Context: an optimization exercise on an open-source flow, tuned for small area, a short achievable clock period and few clock cycles per item. The choices shown serve that exercise and are no tape-out recipe. Only simulation tests tie the RTL to the original design; equivalence was not proved. Power and IR drop assume default switching activity.

===== flow/run.sh =====
#!/bin/bash
# synth_recipe.tcl (not shown) runs the flow's synth.tcl, then flattens the netlist and writes it again
# the make line also repeats each setting of config.mk as NAME=value (left out here)
make -C /OpenROAD-flow-scripts/flow DESIGN_CONFIG=/design/flow/config.mk WORK_HOME=/design/flow/orfs CLKGATE_MAP_FILE= SYNTH_SCRIPT=/design/flow/synth_recipe.tcl finish

===== flow/design.v =====
module m31_ext_mix16 #(
  parameter int T     = 16,
  parameter int TAG_W = 8
) (
  input  logic               clk,
  input  logic               rst_n,
  input  logic               in_valid,
  output logic               in_ready,
  input  logic [T*31-1:0]    in_state,
  input  logic [TAG_W-1:0]   in_tag,
  output logic               out_valid,
  input  logic               out_ready,
  output logic [T*31-1:0]    out_state,
  output logic [TAG_W-1:0]   out_tag
);
  localparam logic [30:0] P   = 31'h7FFF_FFFF;
  localparam int          BLK = T / 4;
  function automatic logic [30:0] madd(input logic [30:0] a, input logic [30:0] b);
    logic [31:0] sum;
    logic [30:0] r;
    sum = {1'b0, a} + {1'b0, b};
    r   = sum[30:0] + {30'd0, sum[31]};
    madd = (r == P) ? 31'd0 : r;
  endfunction
  logic                 vld_p1_q, vld_p1_d;
  logic                 vld_p2_q, vld_p2_d;
  logic [T*31-1:0]      x_p1_q,   x_p1_d;
  logic [3:0][30:0]     s_p1_q,   s_p1_d;
  logic [TAG_W-1:0]     tag_p1_q, tag_p1_d;
  logic [T*31-1:0]      y_p2_q,   y_p2_d;
  logic [TAG_W-1:0]     tag_p2_q, tag_p2_d;
  logic                 s1_load;
  logic                 s2_load;
  logic [3:0][30:0]     col_sum;
  logic [T*31-1:0]      y_mix;
  always_comb begin
    s2_load  = vld_p1_q && (!vld_p2_q || out_ready);
    in_ready = !vld_p1_q || s2_load;
    s1_load  = in_valid && in_ready;
  end
  always_comb begin
    col_sum = '0;
    for (int j = 0; j < 4; j++) begin
      for (int k = 0; k < BLK; k++) begin
        col_sum[j] = madd(col_sum[j], in_state[31*(4*k+j) +: 31]);
      end
    end
  end
  always_comb begin
    y_mix = '0;
    for (int i = 0; i < T; i++) begin
      y_mix[31*i +: 31] = madd(x_p1_q[31*i +: 31], s_p1_q[i % 4]);
    end
  end
  always_comb begin
    x_p1_d   = s1_load ? in_state : x_p1_q;
    s_p1_d   = s1_load ? col_sum  : s_p1_q;
    tag_p1_d = s1_load ? in_tag   : tag_p1_q;
    vld_p1_d = s1_load ? 1'b1 : (s2_load ? 1'b0 : vld_p1_q);
    y_p2_d   = s2_load ? y_mix    : y_p2_q;
    tag_p2_d = s2_load ? tag_p1_q : tag_p2_q;
    vld_p2_d = s2_load ? 1'b1 : (out_ready ? 1'b0 : vld_p2_q);
  end
  always_ff @(posedge clk) begin
    if (!rst_n) begin
      vld_p1_q <= 1'b0;
      vld_p2_q <= 1'b0;
      x_p1_q   <= '0;
      s_p1_q   <= '0;
      tag_p1_q <= '0;
      y_p2_q   <= '0;
      tag_p2_q <= '0;
    end else begin
      vld_p1_q <= vld_p1_d;
      x_p1_q   <= x_p1_d;
      s_p1_q   <= s_p1_d;
      tag_p1_q <= tag_p1_d;
      vld_p2_q <= vld_p2_d;
      y_p2_q   <= y_p2_d;
      tag_p2_q <= tag_p2_d;
    end
  end
  assign out_valid = vld_p2_q;
  assign out_state = y_p2_q;
  assign out_tag   = tag_p2_q;
endmodule

===== flow/config.mk =====
export PLATFORM = sky130hd
export DESIGN_NAME = m31_ext_mix16
export DESIGN_NICKNAME = m31_ext_mix16
export VERILOG_FILES = /design/flow/design.v
export SDC_FILE = /design/flow/constraint.sdc
export NUM_CORES = 4
export LEC_CHECK = 0
export CAP_MARGIN = 20
export CORE_MARGIN = 2
export CORE_UTILIZATION = 40
export SLEW_MARGIN = 20

===== flow/constraint.sdc =====
create_clock -name core_clock -period 23.0 [get_ports {clk}]
set_input_delay 4.6000 -clock core_clock [delete_from_list [all_inputs] [get_ports {clk}]]
set_output_delay 4.6000 -clock core_clock [all_outputs]
set_load 0.01 [all_outputs]

==> metrics.cfg <==
[clock_tree]
clock_tree_root_buffer_cell = sky130_fd_sc_hd__clkbuf_16
tritoncts_clock_tree = done
numCtsBuffers = 148
clk-insertion-delay-late_ps = 890
cts_htree_levels = 4
clock_tree.buffer_depth = 4
path_clk_slew_ps = 60
tritoncts_sink_count = 1134

[outcome]
outcome = finished clean

[synth]
most_used_flip_flop_cell_after_synthesis = sky130_fd_sc_hd__dfxtp_1
synth.distinct_cells = 115
synth.most_common_cell = sky130_fd_sc_hd__nand2_1
syn-num-nets = 17600
syn-cell-area_sq_mm = 0.117
ys.warnings.count = 1
leading_cell_types_by_total_area_after_synthesis = sky130_fd_sc_hd__dfxtp_1 (19%), sky130_fd_sc_hd__ha_1 (9.9%), sky130_fd_sc_hd__nand2_1 (7.7%)
ff_latch_count_synth = 1134
synth_edf_count = 0
post_synth.cell_area_avg_sq_um = 7.25
yosysSeqAreaShare = 0.194
synth_top_cells_by_count = sky130_fd_sc_hd__nand2_1 (2414), sky130_fd_sc_hd__a21oi_1 (1453), sky130_fd_sc_hd__dfxtp_1 (1134), sky130_fd_sc_hd__nor2_1 (1096), sky130_fd_sc_hd__ha_1 (924)
async_reset_ff_frac = 0
post-synth-top-area-cell = sky130_fd_sc_hd__dfxtp_1
synth_cells = 16200
yosys.area.top_type_share = 0.194

[hold_path]
hold_class = flip-flop to flip-flop

[drt]
vias_per_inst = 6.05
detailedRoute.firstIterationViolations = 12700
routed_wire_length_per_instance_um = 24.4
drtAntennaViolNets = 0
vias = 128000
detail_route.drc_violations = 0
routed_wl_um = 517000
detail_route.first_pass.iterations = 7

[global_routing]
grt_pass1_wl_um = 753000
number_of_antenna_violations_at_the_first_check_in_global_routing = 20
largest_net_degree_at_the_start_of_global_routing = 161
vias_in_the_first_global_route = 116000
grtUsageTotal = 0.331
grt.overflow.total = 0

[sta]
timing.max_slew.rel_slack = 0.259
highest_achievable_clock_rate_mhz = 45.7
timing.final.hold_violations = 0
finalSetupTns_ps = 0
final_period_minus_worst_setup_slack_ps = 21890
fin_crit_sh = 0.952
setup_viol = 0
fin_worst_skew_ps = 91.3
tightest_slew_ps = 1110
final_max_slew_viol_count = 0

[floorplan]
die-area_sq_mm = 0.297
core_region_area_sq_mm = 0.291
num_io_pins = 1014
initial_core_utilization = 0.402
die_span_x_um = 545
die_y_um = 545
placementRows = 198

[setup_path]
timing.critical_path.slowest_stage_cell = sky130_fd_sc_hd__or4b_2
capture_point_of_the_worst_path = s_p1_q[9]
reg2reg_to = y_p2_q[241]
critical_path.max_fanout = 29
end_kind = flip-flop
cp.depth = 79
path_common_cell = sky130_fd_sc_hd__ha_1
setup_crit_start_kind = primary input
reg2reg_depth = 22
worst_ep_required_time_ps = 23690
critPathArrivalTime_ps = 22570
worst_path_largest_cell_delay_ps = 640
crit_family = simple AND/OR/NAND/NOR gates
startpoint = in_state[4]
crit-reg2reg-launch = s_p1_q[96]
cp.buffers_inverters = 7
setup.reg_to_reg.worst_slack_ps = 14990
timing.setup.critical_path_class = primary input to flip-flop

[layout]
syn_to_final_growth_pct = 19.3
drive_gt1_frac = 0.0704
utilization = 0.480
final_layout_net_count = 18600

[placement]
hpwlAfterDp_um = 420000
port_buffers = 1013
gpl.final_weighted_congestion = 1.01

[power]
ir_worst_vdd_mv = 0.0614
leakage_nw = 55.6
power_per_cell_area_mw_per_mm2 = 107

[run]
drv_cap = 0

## cell families (layout without fill, tap and decap cells)
group	Yosys count	after routing	share of synthesized area
AOI/OAI and AO/OA	4826	4826	0.272
xor gates and xnor gates	1414	1414	0.106
adders and majority gates	953	953	0.104
buffers and inverters	1073	2212	0.0353
DFF	1134	1134	0.194
muxes	87	87	0.00763
other	0	12	0
and+or+nand+nor	6669	6669	0.282
## metal layers
metal	vias to the layer above	wire length [um]	track usage
met5	-	53	0
met4	8	34200	0.191
met3	859	38700	0.0482
met2	4850	219000	0.501
met1	60900	226000	0.445
li1	61700	-	-
## cell usage in the layout (no fill, tap or decap), types with 207 or more instances in the layout
cell,count
sky130_fd_sc_hd__inv_1,289
sky130_fd_sc_hd__and2_1,306
sky130_fd_sc_hd__dfxtp_1,1134
sky130_fd_sc_hd__nand4_1,345
sky130_fd_sc_hd__nand3_1,497
sky130_fd_sc_hd__nand2_1,2410
sky130_fd_sc_hd__nor3_1,476
sky130_fd_sc_hd__a21o_1,537
sky130_fd_sc_hd__nor4_1,207
sky130_fd_sc_hd__ha_1,923
sky130_fd_sc_hd__xnor2_1,869
sky130_fd_sc_hd__buf_4,635
sky130_fd_sc_hd__and3_1,220
sky130_fd_sc_hd__nor2_1,1091
sky130_fd_sc_hd__o21ai_0,817
sky130_fd_sc_hd__clkdlybuf4s50_1,1012
sky130_fd_sc_hd__xor2_1,539
sky130_fd_sc_hd__a21oi_1,1449
## final cells by class
| cell class | instances | area (sq um) |
|---|---|---|
| clock inverters | 72 | 1060 |
| flip-flops and latches | 1134 | 22700 |
| fillers | 29700 | 151000 |
| multi-input cells | 13900 | 90700 |
| well taps | 3900 | 4880 |
| inverters | 290 | 1100 |
| repair buffers | 1658 | 15100 |
| clock buffers | 192 | 4160 |
| diodes | 12 | 30.0 |
## worst min-delay path: cells and delay by family, from the launching register on
kind             cells  cell delay (ps)
DFF                  1              310
and+or+nand+nor      2               90
## through the flow
| step | instances | hold slack (ps) | worst slack, ps | area (sq um) | total power [mW] |
|---|---|---|---|---|---|
| floorplan | 16200 | 432 | 532 | 117000 | 8.79 |
| finish | 21200 | 441 | 1110 | 140000 | 15.0 |
| CTS | 21200 | 443 | 608 | 139000 | 14.8 |
| detailed placement | 20900 | 431 | -172 | 134000 | 12.2 |
| global placement | 20900 | 430 | -36.7 | 134000 | 12.2 |
| global route | 21200 | 467 | -69.8 | 140000 | 15.9 |
## sequential cells by signal, indices dropped and copies added, names as in the netlist
name and flops:
y_p2_q 496, tag_p1_q 8, x_p1_q 496, tag_p2_q 8
vld_p2_q 1, vld_p1_q 1, s_p1_q 124
## how the worst min path moves through the flow
stage	from	endpoint	slack, ps	depth (start not counted)
2_1_floorplan	tag_p1_q[0]	tag_p2_q[0]	430	2
3_3_place_gp	y_p2_q[460]	y_p2_q[460]	430	2
3_5_place_dp	y_p2_q[3]	y_p2_q[3]	430	2
4_1_cts	y_p2_q[3]	y_p2_q[3]	440	2
5_1_grt	y_p2_q[345]	y_p2_q[345]	470	2
6_report	y_p2_q[436]	y_p2_q[436]	440	2
## where the power goes
group,switching [mW],internal [mW]
Sequential,0.602,2.24
Clock,1.02,1.51
Combinational,5.89,3.69
Total,7.52,7.44
## what timing repair did
item	CTS	global route
resized for setup	0	35
endpoints found under the setup margin	0	123
hold buffers	0	0
buffers inserted	0	3
Testbench counts, summed over its fixed seeds: cycles 4,816, items 4,800.

[re-timing with driven ports]
No port has a modelled driver above. Below, the same layout with a new extraction and two added sets of constraints. Step 1 sets driving cells, clkbuf_16 on the clock port and buf_2 on the other inputs (assumed; they add their load-dependent delay and slew). Step 2 adds t to the input delays and takes it off the output delays; t is the mean of the earliest and latest rising clock arrival at the registers after step 1. Input paths then give back, and output paths get back, about the clock's delay inside the block. Three values: ideal ports, drivers, drivers and shift; two values: the first two.
shift t [ns]: 0.952
setup WS [ns]: 1.111 / 1.191 / 0.239
latest minus earliest clock arrival (ns): 0.094 / 0.095
After both steps this run still meets setup and hold. The setup slack of this run moves by +0.080 ns with the drivers and by -0.872 ns with both steps.
